This design comes from an exercise in tuning for small area, a short achievable clock period and few clock cycles per item on the open sky130 flow, not from production work. No run shown here included a check of the RTL's function; only the layout flow was run.

==> design/flow/run.sh <==
#!/bin/bash
# synth_recipe.tcl (not shown) runs the flow's synth.tcl, then flattens the netlist and writes it again
# the make line also repeats each setting of config.mk as NAME=value (left out here)
make -C /OpenROAD-flow-scripts/flow DESIGN_CONFIG=/design/flow/config.mk WORK_HOME=/design/flow/orfs CLKGATE_MAP_FILE= SYNTH_SCRIPT=/design/flow/synth_recipe.tcl finish
==> design/flow/config.mk <==
export PLATFORM = sky130hd
export DESIGN_NAME = disk_chs_lba_translate
export DESIGN_NICKNAME = disk_chs_lba_translate
export VERILOG_FILES = /design/flow/design.v
export SDC_FILE = /design/flow/constraint.sdc
export NUM_CORES = 4
export LEC_CHECK = 0
export CAP_MARGIN = 20
export CORE_MARGIN = 2
export CORE_UTILIZATION = 40
export SLEW_MARGIN = 20
==> design/flow/constraint.sdc <==
create_clock -name core_clock -period 9.0 [get_ports {clk_i}]
set_input_delay 1.8000 -clock core_clock [delete_from_list [all_inputs] [get_ports {clk_i}]]
set_output_delay 1.8000 -clock core_clock [all_outputs]
set_load 0.01 [all_outputs]
==> design/flow/design.v <==
module disk_chs_lba_translate (
  input  logic        clk_i,
  input  logic        rst_ni,
  input  logic        in_valid_i,
  output logic        in_ready_o,
  input  logic        in_func_i,
  input  logic [15:0] in_cylinder_i,
  input  logic [7:0]  in_head_i,
  input  logic [7:0]  in_sector_i,
  input  logic [31:0] in_block_i,
  input  logic        in_wide_i,
  output logic        out_valid_o,
  input  logic        out_ready_i,
  output logic [31:0] out_block_o,
  output logic [15:0] out_cylinder_o,
  output logic [7:0]  out_head_o,
  output logic [7:0]  out_sector_o,
  output logic        out_addr_valid_o,
  input  logic        cfg_valid_i,
  output logic        cfg_ready_o,
  input  logic [7:0]  cfg_index_i,
  input  logic [15:0] cfg_value_i
);
  logic [11:0] cyl_cnt_q;
  logic [7:0]  head_cnt_q;
  logic [7:0]  sec_narrow_q;
  logic [7:0]  sec_wide_q;
  logic [15:0] sh_narrow_q;    
  logic [15:0] sh_wide_q;      
  logic        sh_busy_q;
  logic [2:0]  sh_bit_q;
  assign cfg_ready_o = 1'b1;
  always_ff @(posedge clk_i or negedge rst_ni) begin
    if (!rst_ni) begin
      cyl_cnt_q    <= 12'd815;
      head_cnt_q   <= 8'd19;
      sec_narrow_q <= 8'd22;
      sec_wide_q   <= 8'd20;
    end else if (cfg_valid_i) begin
      case (cfg_index_i)
        8'd0: cyl_cnt_q    <= cfg_value_i[11:0];
        8'd1: head_cnt_q   <= cfg_value_i[7:0];
        8'd2: sec_narrow_q <= cfg_value_i[7:0];
        8'd3: sec_wide_q   <= cfg_value_i[7:0];
        default: ;
      endcase
    end
  end
  logic sh_start;
  assign sh_start = cfg_valid_i && (cfg_index_i[7:2] == 6'd0) && (cfg_index_i[1:0] != 2'd0);
  always_ff @(posedge clk_i or negedge rst_ni) begin
    if (!rst_ni) begin
      sh_narrow_q <= 16'd418;
      sh_wide_q   <= 16'd380;
      sh_busy_q   <= 1'b0;
      sh_bit_q    <= 3'd7;
    end else if (sh_start) begin
      sh_narrow_q <= '0;
      sh_wide_q   <= '0;
      sh_busy_q   <= 1'b1;
      sh_bit_q    <= 3'd7;
    end else if (sh_busy_q) begin
      sh_narrow_q <= {sh_narrow_q[14:0], 1'b0}
                   + (head_cnt_q[sh_bit_q] ? {8'd0, sec_narrow_q} : 16'd0);
      sh_wide_q   <= {sh_wide_q[14:0], 1'b0}
                   + (head_cnt_q[sh_bit_q] ? {8'd0, sec_wide_q} : 16'd0);
      sh_bit_q    <= sh_bit_q - 3'd1;
      sh_busy_q   <= sh_bit_q != 3'd0;
    end
  end
  function automatic logic [16:0] div_row16(input logic [15:0] r, input logic b,
                                            input logic [15:0] d);
    logic [16:0] t;
    logic [17:0] diff;
    t    = {r, b};
    diff = {1'b0, t} - {2'b0, d};
    div_row16 = diff[17] ? {1'b0, t[15:0]} : {1'b1, diff[15:0]};
  endfunction
  function automatic logic [8:0] div_row8(input logic [7:0] r, input logic b,
                                          input logic [7:0] d);
    logic [8:0] t;
    logic [9:0] diff;
    t    = {r, b};
    diff = {1'b0, t} - {2'b0, d};
    div_row8 = diff[9] ? {1'b0, t[7:0]} : {1'b1, diff[7:0]};
  endfunction
  logic [5:0] vld_q;
  logic       en;
  assign en          = ~vld_q[5] | out_ready_i;
  assign in_ready_o  = en & ~sh_busy_q;
  assign out_valid_o = vld_q[5];
  always_ff @(posedge clk_i or negedge rst_ni) begin
    if (!rst_ni) begin
      vld_q <= '0;
    end else if (en) begin
      vld_q <= {vld_q[4:0], in_valid_i & ~sh_busy_q};
    end
  end
  logic        func_in, wide_in, bad_in;
  logic [27:0] w_in;
  logic [7:0]  s_in;
  logic [15:0] sh_in;
  assign s_in  = in_wide_i ? sec_wide_q : sec_narrow_q;
  assign sh_in = in_wide_i ? sh_wide_q : sh_narrow_q;
  always_comb begin
    func_in = in_func_i;
    wide_in = in_wide_i;
    if (in_func_i) begin
      bad_in = in_block_i[31:12] >= {4'd0, sh_in};
      w_in   = in_block_i[27:0];
    end else begin
      bad_in = !((in_cylinder_i < {4'd0, cyl_cnt_q}) && (in_head_i < head_cnt_q)
                 && (in_sector_i < s_in));
      w_in   = {in_cylinder_i[11:0], in_head_i, in_sector_i};
    end
  end
  logic        func_c0, wide_c0, bad_c0;
  logic [27:0] w_c0;
  always_comb begin
    logic [7:0]  s_k;
    logic [15:0] sh_k;
    logic [27:0] v;
    logic [16:0] d16;
    logic [8:0]  d8;
    func_c0 = func_in;
    wide_c0 = wide_in;
    bad_c0  = bad_in;
    s_k  = wide_in ? sec_wide_q : sec_narrow_q;
    sh_k = wide_in ? sh_wide_q : sh_narrow_q;
    v    = w_in;
    d16  = 17'd0;
    d8   = 9'd0;
    if (func_in) begin
      d16 = div_row16(v[27:12], v[11], sh_k);
      v   = {d16[15:0], v[10:0], d16[16]};
      d16 = div_row16(v[27:12], v[11], sh_k);
      v   = {d16[15:0], v[10:0], d16[16]};
    end else begin
      v = {v[27:16], 16'(v[15:8] * s_k) + 16'(v[7:0])};
    end
    w_c0 = v;
  end
  logic        func_q0, wide_q0, bad_q0;
  logic [27:0] w_q0;
  always_ff @(posedge clk_i) begin
    if (en) begin
      func_q0 <= func_c0;
      wide_q0 <= wide_c0;
      bad_q0  <= bad_c0;
      w_q0    <= w_c0;
    end
  end
  logic        func_c1, wide_c1, bad_c1;
  logic [27:0] w_c1;
  always_comb begin
    logic [7:0]  s_k;
    logic [15:0] sh_k;
    logic [27:0] v;
    logic [16:0] d16;
    logic [8:0]  d8;
    func_c1 = func_q0;
    wide_c1 = wide_q0;
    bad_c1  = bad_q0;
    s_k  = wide_q0 ? sec_wide_q : sec_narrow_q;
    sh_k = wide_q0 ? sh_wide_q : sh_narrow_q;
    v    = w_q0;
    d16  = 17'd0;
    d8   = 9'd0;
    if (func_q0) begin
      d16 = div_row16(v[27:12], v[11], sh_k);
      v   = {d16[15:0], v[10:0], d16[16]};
      d16 = div_row16(v[27:12], v[11], sh_k);
      v   = {d16[15:0], v[10:0], d16[16]};
      d16 = div_row16(v[27:12], v[11], sh_k);
      v   = {d16[15:0], v[10:0], d16[16]};
    end else begin
      v = {v[27:22], 22'(v[21:16] * sh_k) + 22'(v[15:0])};
    end
    w_c1 = v;
  end
  logic        func_q1, wide_q1, bad_q1;
  logic [27:0] w_q1;
  always_ff @(posedge clk_i) begin
    if (en) begin
      func_q1 <= func_c1;
      wide_q1 <= wide_c1;
      bad_q1  <= bad_c1;
      w_q1    <= w_c1;
    end
  end
  logic        func_c2, wide_c2, bad_c2;
  logic [27:0] w_c2;
  always_comb begin
    logic [7:0]  s_k;
    logic [15:0] sh_k;
    logic [27:0] v;
    logic [16:0] d16;
    logic [8:0]  d8;
    func_c2 = func_q1;
    wide_c2 = wide_q1;
    bad_c2  = bad_q1;
    s_k  = wide_q1 ? sec_wide_q : sec_narrow_q;
    sh_k = wide_q1 ? sh_wide_q : sh_narrow_q;
    v    = w_q1;
    d16  = 17'd0;
    d8   = 9'd0;
    if (func_q1) begin
      d16 = div_row16(v[27:12], v[11], sh_k);
      v   = {d16[15:0], v[10:0], d16[16]};
      d16 = div_row16(v[27:12], v[11], sh_k);
      v   = {d16[15:0], v[10:0], d16[16]};
      d16 = div_row16(v[27:12], v[11], sh_k);
      v   = {d16[15:0], v[10:0], d16[16]};
    end else begin
      v = 28'({v[27:22], 6'd0} * sh_k) + 28'(v[21:0]);
    end
    w_c2 = v;
  end
  logic        func_q2, wide_q2, bad_q2;
  logic [27:0] w_q2;
  always_ff @(posedge clk_i) begin
    if (en) begin
      func_q2 <= func_c2;
      wide_q2 <= wide_c2;
      bad_q2  <= bad_c2;
      w_q2    <= w_c2;
    end
  end
  logic        func_c3, wide_c3, bad_c3;
  logic [27:0] w_c3;
  always_comb begin
    logic [7:0]  s_k;
    logic [15:0] sh_k;
    logic [27:0] v;
    logic [16:0] d16;
    logic [8:0]  d8;
    func_c3 = func_q2;
    wide_c3 = wide_q2;
    bad_c3  = bad_q2;
    s_k  = wide_q2 ? sec_wide_q : sec_narrow_q;
    sh_k = wide_q2 ? sh_wide_q : sh_narrow_q;
    v    = w_q2;
    d16  = 17'd0;
    d8   = 9'd0;
    if (func_q2) begin
      d16 = div_row16(v[27:12], v[11], sh_k);
      v   = {d16[15:0], v[10:0], d16[16]};
      d16 = div_row16(v[27:12], v[11], sh_k);
      v   = {d16[15:0], v[10:0], d16[16]};
      d16 = div_row16(v[27:12], v[11], sh_k);
      v   = {d16[15:0], v[10:0], d16[16]};
    end else begin
    end
    w_c3 = v;
  end
  logic        func_q3, wide_q3, bad_q3;
  logic [27:0] w_q3;
  always_ff @(posedge clk_i) begin
    if (en) begin
      func_q3 <= func_c3;
      wide_q3 <= wide_c3;
      bad_q3  <= bad_c3;
      w_q3    <= w_c3;
    end
  end
  logic        func_c4, wide_c4, bad_c4;
  logic [27:0] w_c4;
  always_comb begin
    logic [7:0]  s_k;
    logic [15:0] sh_k;
    logic [27:0] v;
    logic [16:0] d16;
    logic [8:0]  d8;
    func_c4 = func_q3;
    wide_c4 = wide_q3;
    bad_c4  = bad_q3;
    s_k  = wide_q3 ? sec_wide_q : sec_narrow_q;
    sh_k = wide_q3 ? sh_wide_q : sh_narrow_q;
    v    = w_q3;
    d16  = 17'd0;
    d8   = 9'd0;
    if (func_q3) begin
      d16 = div_row16(v[27:12], v[11], sh_k);
      v   = {d16[15:0], v[10:0], d16[16]};
      v   = {v[11:0], v[27:12]};
      d8  = div_row8(v[15:8], v[7], s_k);
      v   = {v[27:16], d8[7:0], v[6:0], d8[8]};
      d8  = div_row8(v[15:8], v[7], s_k);
      v   = {v[27:16], d8[7:0], v[6:0], d8[8]};
    end else begin
    end
    w_c4 = v;
  end
  logic        func_q4, wide_q4, bad_q4;
  logic [27:0] w_q4;
  always_ff @(posedge clk_i) begin
    if (en) begin
      func_q4 <= func_c4;
      wide_q4 <= wide_c4;
      bad_q4  <= bad_c4;
      w_q4    <= w_c4;
    end
  end
  logic        func_c5, wide_c5, bad_c5;
  logic [27:0] w_c5;
  always_comb begin
    logic [7:0]  s_k;
    logic [15:0] sh_k;
    logic [27:0] v;
    logic [16:0] d16;
    logic [8:0]  d8;
    func_c5 = func_q4;
    wide_c5 = wide_q4;
    bad_c5  = bad_q4;
    s_k  = wide_q4 ? sec_wide_q : sec_narrow_q;
    sh_k = wide_q4 ? sh_wide_q : sh_narrow_q;
    v    = w_q4;
    d16  = 17'd0;
    d8   = 9'd0;
    if (func_q4) begin
      d8  = div_row8(v[15:8], v[7], s_k);
      v   = {v[27:16], d8[7:0], v[6:0], d8[8]};
      d8  = div_row8(v[15:8], v[7], s_k);
      v   = {v[27:16], d8[7:0], v[6:0], d8[8]};
      d8  = div_row8(v[15:8], v[7], s_k);
      v   = {v[27:16], d8[7:0], v[6:0], d8[8]};
    end else begin
    end
    w_c5 = v;
  end
  logic        func_q5, wide_q5, bad_q5;
  logic [27:0] w_q5;
  always_ff @(posedge clk_i) begin
    if (en) begin
      func_q5 <= func_c5;
      wide_q5 <= wide_c5;
      bad_q5  <= bad_c5;
      w_q5    <= w_c5;
    end
  end
  logic        func_e, wide_e, bad_e;
  logic [27:0] w_e;
  always_comb begin
    logic [7:0]  s_k;
    logic [15:0] sh_k;
    logic [27:0] v;
    logic [16:0] d16;
    logic [8:0]  d8;
    func_e = func_q5;
    wide_e = wide_q5;
    bad_e  = bad_q5;
    s_k  = wide_q5 ? sec_wide_q : sec_narrow_q;
    sh_k = wide_q5 ? sh_wide_q : sh_narrow_q;
    v    = w_q5;
    d16  = 17'd0;
    d8   = 9'd0;
    if (func_q5) begin
      d8  = div_row8(v[15:8], v[7], s_k);
      v   = {v[27:16], d8[7:0], v[6:0], d8[8]};
      d8  = div_row8(v[15:8], v[7], s_k);
      v   = {v[27:16], d8[7:0], v[6:0], d8[8]};
      d8  = div_row8(v[15:8], v[7], s_k);
      v   = {v[27:16], d8[7:0], v[6:0], d8[8]};
    end else begin
    end
    w_e = v;
  end
  logic ok_e;
  assign ok_e = !bad_e && (!func_e || (w_e[27:16] < cyl_cnt_q));
  always_comb begin
    out_block_o    = '0;
    out_cylinder_o = '0;
    out_head_o     = '0;
    out_sector_o   = '0;
    if (!func_e) begin
      out_block_o = ok_e ? {4'd0, w_e} : '1;
    end else if (ok_e) begin
      out_cylinder_o = {4'd0, w_e[27:16]};
      out_head_o     = w_e[7:0];
      out_sector_o   = w_e[15:8];
    end else begin
      out_cylinder_o = '1;
      out_head_o     = '1;
      out_sector_o   = '1;
    end
  end
  assign out_addr_valid_o = ok_e;
endmodule
==> results of run 1 <==
==> cells by family (layout without fill, tap and decap cells) <==
| family | after synthesis | after routing | synth area share |
|---|---|---|---|
| AOI/OAI and AO/OA | 947 | 948 | 0.168 |
| muxes | 386 | 386 | 0.113 |
| other | 1 | 1 | 0.000101 |
| adders and majority gates | 654 | 654 | 0.259 |
| and+or+nand+nor | 1207 | 1207 | 0.148 |
| xor gates and xnor gates | 239 | 239 | 0.0562 |
| DFF | 264 | 264 | 0.203 |
| buffers and inverters | 505 | 708 | 0.0525 |
==> layer usage <==
layer	vias up	track usage	wire length, um
li1	15200	-	-
met1	15000	0.317	50100
met2	729	0.376	50200
met3	132	0.0233	5450
met4	6	0.0576	2760
met5	-	0	51
==> area by class of cell <==
type	count	area (sq um)	share of cell area
Clock inverter	21	263	0.00625
Multi-Input combinational cell	3435	27900	0.663
Clock buffer	41	897	0.0213
Inverter	365	1370	0.0326
Sequential cell	264	7570	0.180
Tap cell	1243	1560	0.0370
Timing Repair Buffer	281	2530	0.0601
==> per-stage QoR <==
stage	area, sq um	utilization	hold WS, ps	cells	setup TNS [ps]
6_report	42100	0.458	417	5650	0
5_1_grt	42100	0.458	426	5650	-0.634
4_1_cts	41900	0.456	418	5638	0
3_5_place_dp	40700	0.442	405	5573	0
3_3_place_gp	40700	0.442	401	5573	0
2_1_floorplan	37300	-	400	4203	0
==> flip-flops by register name (all words and copies together), names as in the netlist, 12 cells and up <==
register,cells
cyl_cnt_q,12
w_q1,28
w_q3,28
w_q0,28
w_q5,28
sh_narrow_q,16
sh_wide_q,16
w_q2,28
w_q4,28
==> worst min-delay path by stage <==
stage / from / to / slack, ps / depth (start not counted)
floorplan: bad_q0 / bad_q1 / 400 / 0
global placement: bad_q0 / bad_q1 / 400 / 0
detailed placement: w_q4[16] / w_q5[16] / 400 / 0
CTS: w_q4[16] / w_q5[16] / 420 / 0
global route: bad_q0 / bad_q1 / 430 / 0
finish: w_q4[16] / w_q5[16] / 420 / 0
==> critical path, cell delays in order, from the launching register on <==
cell and delay, ps:
edfxtp_1 490, buf_4 200, mux2i_1 170, buf_4 190
ha_1 310, nor2_1 70, o21a_1 200, a31oi_4 230
buf_6 170, mux2_2 340, ha_1 330, o21a_1 200
o31ai_2 80, a21oi_1 110, nor2_1 160, o21ai_2 120
buf_4 180, mux2_2 280, ha_1 310, a21boi_0 150
o21ai_1 230, a21boi_2 100, o21ai_2 180, a21boi_2 100
a2111o_1 450, mux2_2 300, o21a_1 170, clkdlybuf4s50_1 480
==> cells in the final DEF, fill, tap and decap left out, drive strengths merged, types with 32 or more instances in the layout <==
| cell | synthesis | layout |
|---|---|---|
| ha | 460 | 460 |
| nand2 | 427 | 427 |
| inv | 364 | 368 |
| nor2 | 364 | 364 |
| a21oi | 244 | 244 |
| mux2 | 230 | 230 |
| o21ai | 207 | 207 |
| fa | 194 | 194 |
| edfxtp | 186 | 186 |
| xnor2 | 156 | 156 |
| clkdlybuf4s50 | 0 | 155 |
| mux2i | 154 | 154 |
| buf | 44 | 126 |
| o21a | 105 | 105 |
| xor2 | 83 | 83 |
| nor2b | 79 | 79 |
| a21o | 76 | 76 |
| nand2b | 59 | 59 |
| nand3 | 58 | 58 |
| nor3 | 57 | 57 |
| dfrtp | 50 | 50 |
| a31oi | 41 | 41 |
| clkbuf | 96 | 41 |
| and2 | 38 | 38 |
| a211oi | 35 | 35 |
| o21bai | 32 | 32 |
==> repair_timing <==
item	4_1_cts	5_1_grt
cloned	1	0
endpoints found under the hold margin	0	0
pin swaps	2	7
endpoints found under the setup margin	9	54
setup buffers	2	12
resized for setup	9	25
==> results.yml, run 1 <==
place:
  dp_slack_ps: 176
  io_buffers: 157
  dp_hpwl_um: 87900
  gp_congestion: 0.921
logic_synthesis:
  syn_area_sq_um: 37300
  yosys.area.top_type: "ha_1"
  synth.area.top_cells: "ha_1 15%, edfxtp_1 15%, fa_1 10%, mux2_2 6.8%, nand2_1 4.3%"
  yosysMostFrequentCell: "ha_1"
  synthTopCellsByCount: "460 x ha_1, 427 x nand2_1, 364 x inv_1, 363 x nor2_1, 242 x a21oi_1"
  syn_inst: 4203
  async_reset_ff_frac: 0.295
  ys_types: 112
  synth-edff-count: 186
  avgSynthCellArea_sq_um: 8.86
  ys_seq_elements: 264
  synth_flop_cell: "edfxtp_1"
  synth_top_area_share: 0.155
  yosysWarnings: 1
  yosysSeqAreaShare: 0.203
  synth_nets: 4952
grt:
  grt_pass1_wl_um: 172000
  grt_pass1_vias: 30200
  grt_start_max_net_pins: 72
  grt.overflow.total: 0
  antenna_found_initial: 3
  grtUsageTotal: 0.227
worst_setup_path:
  r2r_start: "wide_q1"
  critical_path_class: "reg -> out"
  cp-endpoint: "out_sector_o[7]"
  regToRegSetupSlack_ps: 590
  cp.arrival_ps: 6860
  r2r_cells: 35
  start_kind: "flop"
  r2r-end: "w_q2[12]"
  crit_fanout: 8
  end_kind: "output port"
  crit_start: "wide_q5"
  required_ps: 7200
sta:
  fin_skew_ps: 18.8
  rsz0062_at_grt: "yes"
  finalSetupViolations: 0
  finalHoldViolations: 0
  slew_headroom: 0.292
  setup_ws_ps: 337
  post-route-period-util: 0.963
  worst_slew_pin_slew_ps: 1060
  period_needed_ps: 8660
  drv_slew: 0
  fmax_mhz: 115
clock_tree:
  cts_max_level: 2
  clkLatencyLatePin_ps: 560
  cts_tree: "done"
  cts-root-buf: "clkbuf_16"
  path_clk_slew_ps: 70
  clock-sinks: 264
  cts_hold_buf: 0
  cts_buffer_depth: 3
  cts_made_buffers: 34
floorplan:
  dieWidth_um: 309
  fp.coreArea_sq_um: 91900
  io-pin-count: 163
  die-area_sq_um: 95600
  dieHeight_um: 309
  start_util: 0.405
  rows: 111
route:
  dr.first_iter.drc_count: 1993
  num_vias: 31100
  dr.pass1.iters: 5
  vias_per_cell: 5.50
  drc: 0
  drtAntennaViolNets: 0
  detail_route.wirelength_um: 109000
  wire_per_inst_um: 19.2
finish:
  drive_gt1_frac: 0.116
  area_growth_syn_to_layout_pct: 12.9
  insertedDiodeCount: 0
  final.fill_count: 9091
  final_nets: 5130
hold_path:
  min_path_type: "reg -> reg"
outcome:
  status: "timing/DRC/antenna clean"
flow_run:
  max-cap-violations: 0
==> run 2: changes to the inputs <==
--- a/design/flow/design.v
+++ b/design/flow/design.v
@@ -84,16 +84,16 @@
     diff = {1'b0, t} - {2'b0, d};
     div_row8 = diff[9] ? {1'b0, t[7:0]} : {1'b1, diff[7:0]};
   endfunction
-  logic [5:0] vld_q;
+  logic [10:0] vld_q;
   logic       en;
-  assign en          = ~vld_q[5] | out_ready_i;
+  assign en          = ~vld_q[10] | out_ready_i;
   assign in_ready_o  = en & ~sh_busy_q;
-  assign out_valid_o = vld_q[5];
+  assign out_valid_o = vld_q[10];
   always_ff @(posedge clk_i or negedge rst_ni) begin
     if (!rst_ni) begin
       vld_q <= '0;
     end else if (en) begin
-      vld_q <= {vld_q[4:0], in_valid_i & ~sh_busy_q};
+      vld_q <= {vld_q[9:0], in_valid_i & ~sh_busy_q};
     end
   end
   logic        func_in, wide_in, bad_in;
@@ -131,12 +131,7 @@
     d16  = 17'd0;
     d8   = 9'd0;
     if (func_in) begin
-      d16 = div_row16(v[27:12], v[11], sh_k);
-      v   = {d16[15:0], v[10:0], d16[16]};
-      d16 = div_row16(v[27:12], v[11], sh_k);
-      v   = {d16[15:0], v[10:0], d16[16]};
     end else begin
-      v = {v[27:16], 16'(v[15:8] * s_k) + 16'(v[7:0])};
     end
     w_c0 = v;
   end
@@ -171,10 +166,8 @@
       v   = {d16[15:0], v[10:0], d16[16]};
       d16 = div_row16(v[27:12], v[11], sh_k);
       v   = {d16[15:0], v[10:0], d16[16]};
-      d16 = div_row16(v[27:12], v[11], sh_k);
-      v   = {d16[15:0], v[10:0], d16[16]};
     end else begin
-      v = {v[27:22], 22'(v[21:16] * sh_k) + 22'(v[15:0])};
+      v = {v[27:12], 12'(v[8+:4] * s_k) * 12'(1) + 12'(v[7:0])};
     end
     w_c1 = v;
   end
@@ -209,10 +202,8 @@
       v   = {d16[15:0], v[10:0], d16[16]};
       d16 = div_row16(v[27:12], v[11], sh_k);
       v   = {d16[15:0], v[10:0], d16[16]};
-      d16 = div_row16(v[27:12], v[11], sh_k);
-      v   = {d16[15:0], v[10:0], d16[16]};
     end else begin
-      v = 28'({v[27:22], 6'd0} * sh_k) + 28'(v[21:0]);
+      v = {v[27:16], 16'(v[12+:4] * s_k) * 16'(16) + 16'(v[11:0])};
     end
     w_c2 = v;
   end
@@ -247,9 +238,8 @@
       v   = {d16[15:0], v[10:0], d16[16]};
       d16 = div_row16(v[27:12], v[11], sh_k);
       v   = {d16[15:0], v[10:0], d16[16]};
-      d16 = div_row16(v[27:12], v[11], sh_k);
-      v   = {d16[15:0], v[10:0], d16[16]};
     end else begin
+      v = {v[27:19], 19'(v[16+:3] * sh_k) * 19'(1) + 19'(v[15:0])};
     end
     w_c3 = v;
   end
@@ -282,12 +272,10 @@
     if (func_q3) begin
       d16 = div_row16(v[27:12], v[11], sh_k);
       v   = {d16[15:0], v[10:0], d16[16]};
-      v   = {v[11:0], v[27:12]};
-      d8  = div_row8(v[15:8], v[7], s_k);
-      v   = {v[27:16], d8[7:0], v[6:0], d8[8]};
-      d8  = div_row8(v[15:8], v[7], s_k);
-      v   = {v[27:16], d8[7:0], v[6:0], d8[8]};
+      d16 = div_row16(v[27:12], v[11], sh_k);
+      v   = {d16[15:0], v[10:0], d16[16]};
     end else begin
+      v = {v[27:22], 22'(v[19+:3] * sh_k) * 22'(8) + 22'(v[18:0])};
     end
     w_c4 = v;
   end
@@ -318,13 +306,12 @@
     d16  = 17'd0;
     d8   = 9'd0;
     if (func_q4) begin
-      d8  = div_row8(v[15:8], v[7], s_k);
-      v   = {v[27:16], d8[7:0], v[6:0], d8[8]};
-      d8  = div_row8(v[15:8], v[7], s_k);
-      v   = {v[27:16], d8[7:0], v[6:0], d8[8]};
-      d8  = div_row8(v[15:8], v[7], s_k);
-      v   = {v[27:16], d8[7:0], v[6:0], d8[8]};
+      d16 = div_row16(v[27:12], v[11], sh_k);
+      v   = {d16[15:0], v[10:0], d16[16]};
+      d16 = div_row16(v[27:12], v[11], sh_k);
+      v   = {d16[15:0], v[10:0], d16[16]};
     end else begin
+      v = {v[27:25], 25'(v[22+:3] * sh_k) * 25'(64) + 25'(v[21:0])};
     end
     w_c5 = v;
   end
@@ -338,29 +325,200 @@
       w_q5    <= w_c5;
     end
   end
-  logic        func_e, wide_e, bad_e;
-  logic [27:0] w_e;
+  logic        func_c6, wide_c6, bad_c6;
+  logic [27:0] w_c6;
   always_comb begin
     logic [7:0]  s_k;
     logic [15:0] sh_k;
     logic [27:0] v;
     logic [16:0] d16;
     logic [8:0]  d8;
-    func_e = func_q5;
-    wide_e = wide_q5;
-    bad_e  = bad_q5;
+    func_c6 = func_q5;
+    wide_c6 = wide_q5;
+    bad_c6  = bad_q5;
     s_k  = wide_q5 ? sec_wide_q : sec_narrow_q;
     sh_k = wide_q5 ? sh_wide_q : sh_narrow_q;
     v    = w_q5;
     d16  = 17'd0;
     d8   = 9'd0;
     if (func_q5) begin
+      d16 = div_row16(v[27:12], v[11], sh_k);
+      v   = {d16[15:0], v[10:0], d16[16]};
+      d16 = div_row16(v[27:12], v[11], sh_k);
+      v   = {d16[15:0], v[10:0], d16[16]};
+    end else begin
+      v = {28'(v[25+:3] * sh_k) * 28'(512) + 28'(v[24:0])};
+    end
+    w_c6 = v;
+  end
+  logic        func_q6, wide_q6, bad_q6;
+  logic [27:0] w_q6;
+  always_ff @(posedge clk_i) begin
+    if (en) begin
+      func_q6 <= func_c6;
+      wide_q6 <= wide_c6;
+      bad_q6  <= bad_c6;
+      w_q6    <= w_c6;
+    end
+  end
+  logic        func_c7, wide_c7, bad_c7;
+  logic [27:0] w_c7;
+  always_comb begin
+    logic [7:0]  s_k;
+    logic [15:0] sh_k;
+    logic [27:0] v;
+    logic [16:0] d16;
+    logic [8:0]  d8;
+    func_c7 = func_q6;
+    wide_c7 = wide_q6;
+    bad_c7  = bad_q6;
+    s_k  = wide_q6 ? sec_wide_q : sec_narrow_q;
+    sh_k = wide_q6 ? sh_wide_q : sh_narrow_q;
+    v    = w_q6;
+    d16  = 17'd0;
+    d8   = 9'd0;
+    if (func_q6) begin
+      v   = {v[11:0], v[27:12]};
       d8  = div_row8(v[15:8], v[7], s_k);
       v   = {v[27:16], d8[7:0], v[6:0], d8[8]};
       d8  = div_row8(v[15:8], v[7], s_k);
       v   = {v[27:16], d8[7:0], v[6:0], d8[8]};
+    end else begin
+    end
+    w_c7 = v;
+  end
+  logic        func_q7, wide_q7, bad_q7;
+  logic [27:0] w_q7;
+  always_ff @(posedge clk_i) begin
+    if (en) begin
+      func_q7 <= func_c7;
+      wide_q7 <= wide_c7;
+      bad_q7  <= bad_c7;
+      w_q7    <= w_c7;
+    end
+  end
+  logic        func_c8, wide_c8, bad_c8;
+  logic [27:0] w_c8;
+  always_comb begin
+    logic [7:0]  s_k;
+    logic [15:0] sh_k;
+    logic [27:0] v;
+    logic [16:0] d16;
+    logic [8:0]  d8;
+    func_c8 = func_q7;
+    wide_c8 = wide_q7;
+    bad_c8  = bad_q7;
+    s_k  = wide_q7 ? sec_wide_q : sec_narrow_q;
+    sh_k = wide_q7 ? sh_wide_q : sh_narrow_q;
+    v    = w_q7;
+    d16  = 17'd0;
+    d8   = 9'd0;
+    if (func_q7) begin
+      d8  = div_row8(v[15:8], v[7], s_k);
+      v   = {v[27:16], d8[7:0], v[6:0], d8[8]};
+      d8  = div_row8(v[15:8], v[7], s_k);
+      v   = {v[27:16], d8[7:0], v[6:0], d8[8]};
+    end else begin
+    end
+    w_c8 = v;
+  end
+  logic        func_q8, wide_q8, bad_q8;
+  logic [27:0] w_q8;
+  always_ff @(posedge clk_i) begin
+    if (en) begin
+      func_q8 <= func_c8;
+      wide_q8 <= wide_c8;
+      bad_q8  <= bad_c8;
+      w_q8    <= w_c8;
+    end
+  end
+  logic        func_c9, wide_c9, bad_c9;
+  logic [27:0] w_c9;
+  always_comb begin
+    logic [7:0]  s_k;
+    logic [15:0] sh_k;
+    logic [27:0] v;
+    logic [16:0] d16;
+    logic [8:0]  d8;
+    func_c9 = func_q8;
+    wide_c9 = wide_q8;
+    bad_c9  = bad_q8;
+    s_k  = wide_q8 ? sec_wide_q : sec_narrow_q;
+    sh_k = wide_q8 ? sh_wide_q : sh_narrow_q;
+    v    = w_q8;
+    d16  = 17'd0;
+    d8   = 9'd0;
+    if (func_q8) begin
+      d8  = div_row8(v[15:8], v[7], s_k);
+      v   = {v[27:16], d8[7:0], v[6:0], d8[8]};
+      d8  = div_row8(v[15:8], v[7], s_k);
+      v   = {v[27:16], d8[7:0], v[6:0], d8[8]};
+    end else begin
+    end
+    w_c9 = v;
+  end
+  logic        func_q9, wide_q9, bad_q9;
+  logic [27:0] w_q9;
+  always_ff @(posedge clk_i) begin
+    if (en) begin
+      func_q9 <= func_c9;
+      wide_q9 <= wide_c9;
+      bad_q9  <= bad_c9;
+      w_q9    <= w_c9;
+    end
+  end
+  logic        func_c10, wide_c10, bad_c10;
+  logic [27:0] w_c10;
+  always_comb begin
+    logic [7:0]  s_k;
+    logic [15:0] sh_k;
+    logic [27:0] v;
+    logic [16:0] d16;
+    logic [8:0]  d8;
+    func_c10 = func_q9;
+    wide_c10 = wide_q9;
+    bad_c10  = bad_q9;
+    s_k  = wide_q9 ? sec_wide_q : sec_narrow_q;
+    sh_k = wide_q9 ? sh_wide_q : sh_narrow_q;
+    v    = w_q9;
+    d16  = 17'd0;
+    d8   = 9'd0;
+    if (func_q9) begin
       d8  = div_row8(v[15:8], v[7], s_k);
       v   = {v[27:16], d8[7:0], v[6:0], d8[8]};
+      d8  = div_row8(v[15:8], v[7], s_k);
+      v   = {v[27:16], d8[7:0], v[6:0], d8[8]};
+    end else begin
+    end
+    w_c10 = v;
+  end
+  logic        func_q10, wide_q10, bad_q10;
+  logic [27:0] w_q10;
+  always_ff @(posedge clk_i) begin
+    if (en) begin
+      func_q10 <= func_c10;
+      wide_q10 <= wide_c10;
+      bad_q10  <= bad_c10;
+      w_q10    <= w_c10;
+    end
+  end
+  logic        func_e, wide_e, bad_e;
+  logic [27:0] w_e;
+  always_comb begin
+    logic [7:0]  s_k;
+    logic [15:0] sh_k;
+    logic [27:0] v;
+    logic [16:0] d16;
+    logic [8:0]  d8;
+    func_e = func_q10;
+    wide_e = wide_q10;
+    bad_e  = bad_q10;
+    s_k  = wide_q10 ? sec_wide_q : sec_narrow_q;
+    sh_k = wide_q10 ? sh_wide_q : sh_narrow_q;
+    v    = w_q10;
+    d16  = 17'd0;
+    d8   = 9'd0;
+    if (func_q10) begin
     end else begin
     end
     w_e = v;
==> results.yml, run 2 <==
route:
  dr.max_layer_used: "met4"
  num_vias: 34700
  dr.first_iter.drc_count: 2091
  vias_per_cell: 5.49
  wl_met1_um: 57100
  wl_met2_um: 53500
  wire_per_inst_um: 19.3
  dr.pass1.iters: 5
  drc: 0
  detail_route.wirelength_um: 122000
  wl_met3_um: 7260
  drtAntennaViolNets: 0
floorplan:
  rows: 121
  io-pin-count: 163
  start_util: 0.404
  fp.coreArea_sq_um: 109000
  die-area_sq_um: 113000
  dieHeight_um: 336
  dieWidth_um: 336
sta:
  finalHoldViolations: 0
  slew_headroom: 0.289
  finalSetupViolations: 0
  rsz0062_at_grt: "no"
  period_needed_ps: 7420
  fmax_mhz: 135
  worst_slew_pin_slew_ps: 1070
  fin_skew_ps: 17.3
  setup_tns_ps: 0
  post-route-period-util: 0.825
  drv_slew: 0
  whs_ps: 410
finish:
  final_common_cell: "ha_1"
  area_growth_syn_to_layout_pct: 11.2
  final_core_util: 0.449
  insertedDiodeCount: 0
  final_area_sq_um: 49000
  layout_common_cells: "508 x ha_1, 444 x nand2_1, 388 x inv_1"
  final_nets: 5596
  drive_gt1_frac: 0.105
  stdcell_count: 6320
logic_synthesis:
  ys_types: 86
  ys_seq_elements: 423
  async_reset_ff_frac: 0.196
  yosysSeqAreaShare: 0.280
  synth-edff-count: 340
  yosysMostFrequentCell: "ha_1"
  yosys.area.top_type: "edfxtp_1"
  syn_inst: 4771
  syn_area_sq_um: 44100
  synth.area.top_cells: "edfxtp_1 23%, ha_1 14%, mux2_2 7.3%, fa_1 6.0%, mux2i_1 4.8%"
  synth_top_area_share: 0.232
  avgSynthCellArea_sq_um: 9.23
  yosysWarnings: 1
  synth_flop_cell: "edfxtp_1"
  synthTopCellsByCount: "508 x ha_1, 444 x nand2_1, 388 x inv_1, 386 x nor2_1, 349 x a21oi_1"
  synth_nets: 5505
clock_tree:
  cts_tree: "done"
  cts_made_buffers: 53
  cts_max_level: 2
  clock-sinks: 423
  clkLatencyLatePin_ps: 660
  cts-root-buf: "clkbuf_16"
  cts_post_setup_buffers_inserted: 0
  cts_buffer_depth: 3
  path_clk_slew_ps: 60
  cts_resized: 0
  cts_hold_buf: 0
place:
  io_buffers: 157
  gp_congestion: 0.898
  dp_hpwl_um: 93600
  dpl.cell_count: 6219
  placed_cell_area_sq_um: 47100
worst_setup_path:
  crit_chain: "mux2i_1 -> ha_1 -> nor2b_1 -> o21ai_1 -> o22ai_1 -> o211a_1 -> o21ba_2 -> o21ai_1 -> and2_0 -> mux2i_1 -> ha_1 -> nor2b_1 -> o21a_1 -> o21ai_1 -> a21oi_1 -> o41ai_1 -> nand3_1 -> a41o_1 -> a211oi_2 -> buf_4 -> mux2i_1 -> a21oi_1"
  cp_slowest_stage_delay_ps: 840
  critical_path_class: "reg -> reg"
  start_kind: "flop"
  required_ps: 9370
  cp.arrival_ps: 7790
  r2r_cells: 22
  cp_slowest_cell: "dfrtp_1"
  end_kind: "flop"
  r2r-end: "w_q2[18]"
  crit_fanout: 12
  r2r_start: "sh_wide_q[1]"
  regToRegSetupSlack_ps: 1580
hold_path:
  min_path_type: "reg -> reg"
  min_from: "w_q8[27]"
  min_path_cells: 0
  whs_endpoint: "w_q9[27]"
grt:
  grt_start_max_net_pins: 71
  grt_pass1_wl_um: 190000
  antenna_found_initial: 1
  grt_pass1_vias: 33400
  grtUsageTotal: 0.215
  grt.overflow.total: 0
outcome:
  status: "timing/DRC/antenna clean"
flow_run:
  max-cap-violations: 0
==> run 2: changes by cell type in the layout (fill, tap and decap cells not counted), moves of 20 or more <==
cell | previous run | this run
edfxtp_1 | 186 | 340
a21oi_1 | 241 | 348
buf_4 | 123 | 52
mux2i_1 | 146 | 213
fa_1 | 194 | 131
mux2_2 | 224 | 286
o21a_1 | 105 | 54
ha_1 | 459 | 508
o21ai_1 | 5 | 48
xnor2_1 | 156 | 188
inv_1 | 364 | 388
nor2_1 | 363 | 386
clkbuf_16 | 34 | 54
xor2_1 | 83 | 103
==> run 2: worst max-delay path, delay by kind of cell (launching register included) <==
kind	cells	cell delay (ps)
compound gates	12	3430
flops	1	840
mux	3	990
buf+inv	1	360
fa+ha+maj	2	660
simple gates	4	860
==> run 2: metal layers <==
layer | vias up | GRT usage
met5 | - | 0
met4 | 0 | 0.0716
met3 | 179 | 0.0349
met2 | 835 | 0.340
met1 | 16500 | 0.298
li1 | 17200 | -
==> run 2: cell families (layout without fill, tap and decap cells) <==
logic type | after synthesis | count (layout) | synth area share
XOR/XNOR | 291 | 291 | 0.0579
other | 1 | 1 | 0.0000851
AO/OA/AOI/OAI | 1068 | 1068 | 0.153
AND/OR/NAND/NOR | 1283 | 1283 | 0.133
multiplexers | 505 | 505 | 0.124
buffers and inverters | 561 | 696 | 0.0493
flip-flops | 423 | 423 | 0.280
adder cells (fa/ha/maj) | 639 | 639 | 0.204
==> run 2: how the worst max path moves through the flow <==
stage	startpoint	endpoint	slack, ps	cells past startpoint
finish	sh_wide_q[1]	w_q2[18]	1580	22
global route	wide_q3	w_q4[12]	1060	24
CTS	wide_q5	w_q6[19]	1500	20
detailed placement	wide_q5	w_q6[19]	1530	20
global placement	wide_q5	w_q6[19]	1590	20
floorplan	out_ready_i	in_ready_o	340	3
==> run 2: metrics by stage <==
stage | worst slack [ps]
finish | 1580
global route | 1060
CTS | 1500
detailed placement | 1530
global placement | 1590
floorplan | 336
==> run 2: layout make-up <==
type | count | area (sq um)
clock buffers | 60 | 1410
clock inverters | 39 | 438
fillers | 10400 | 60000
inverters | 388 | 1460
multi-input cells | 3787 | 29600
flip-flops and latches | 423 | 12300
well taps | 1414 | 1770
repair buffers | 209 | 1960

[what the ideal ports hide]
How much do the figures lean on ideal ports? The routed layouts below were timed once more, with nothing changed but the port constraints.
Step 1: set_driving_cell puts a clkbuf_16 on clk_i and a buf_2 on each other input, an assumption about the parent block.
Step 2 adds t to the input delays and takes it off the output delays; t is the mean of the earliest and latest rising clock arrival at the registers after step 1. Input paths then give back, and output paths get back, about the clock's delay inside the block.
Slacks: ideal ports / drivers / drivers and shift; pairs: ideal ports / drivers.
run	t, ns	setup slack, ns	hold slack, ns	worst slew at a driven data input, ns	cell pins on the clock port's net
run 1	0.615	0.337 / 0.268 / 0.173	0.417 / 0.417 / 0.417	0.17	1
run 2	0.721	1.576 / 1.576 / 1.576	0.410 / 0.410 / 0.410	0.07	1
After both steps setup and hold are still met in every run listed. The setup slack of run 1, which loses most, moves by -0.069 ns with the drivers and by -0.164 ns with both steps.
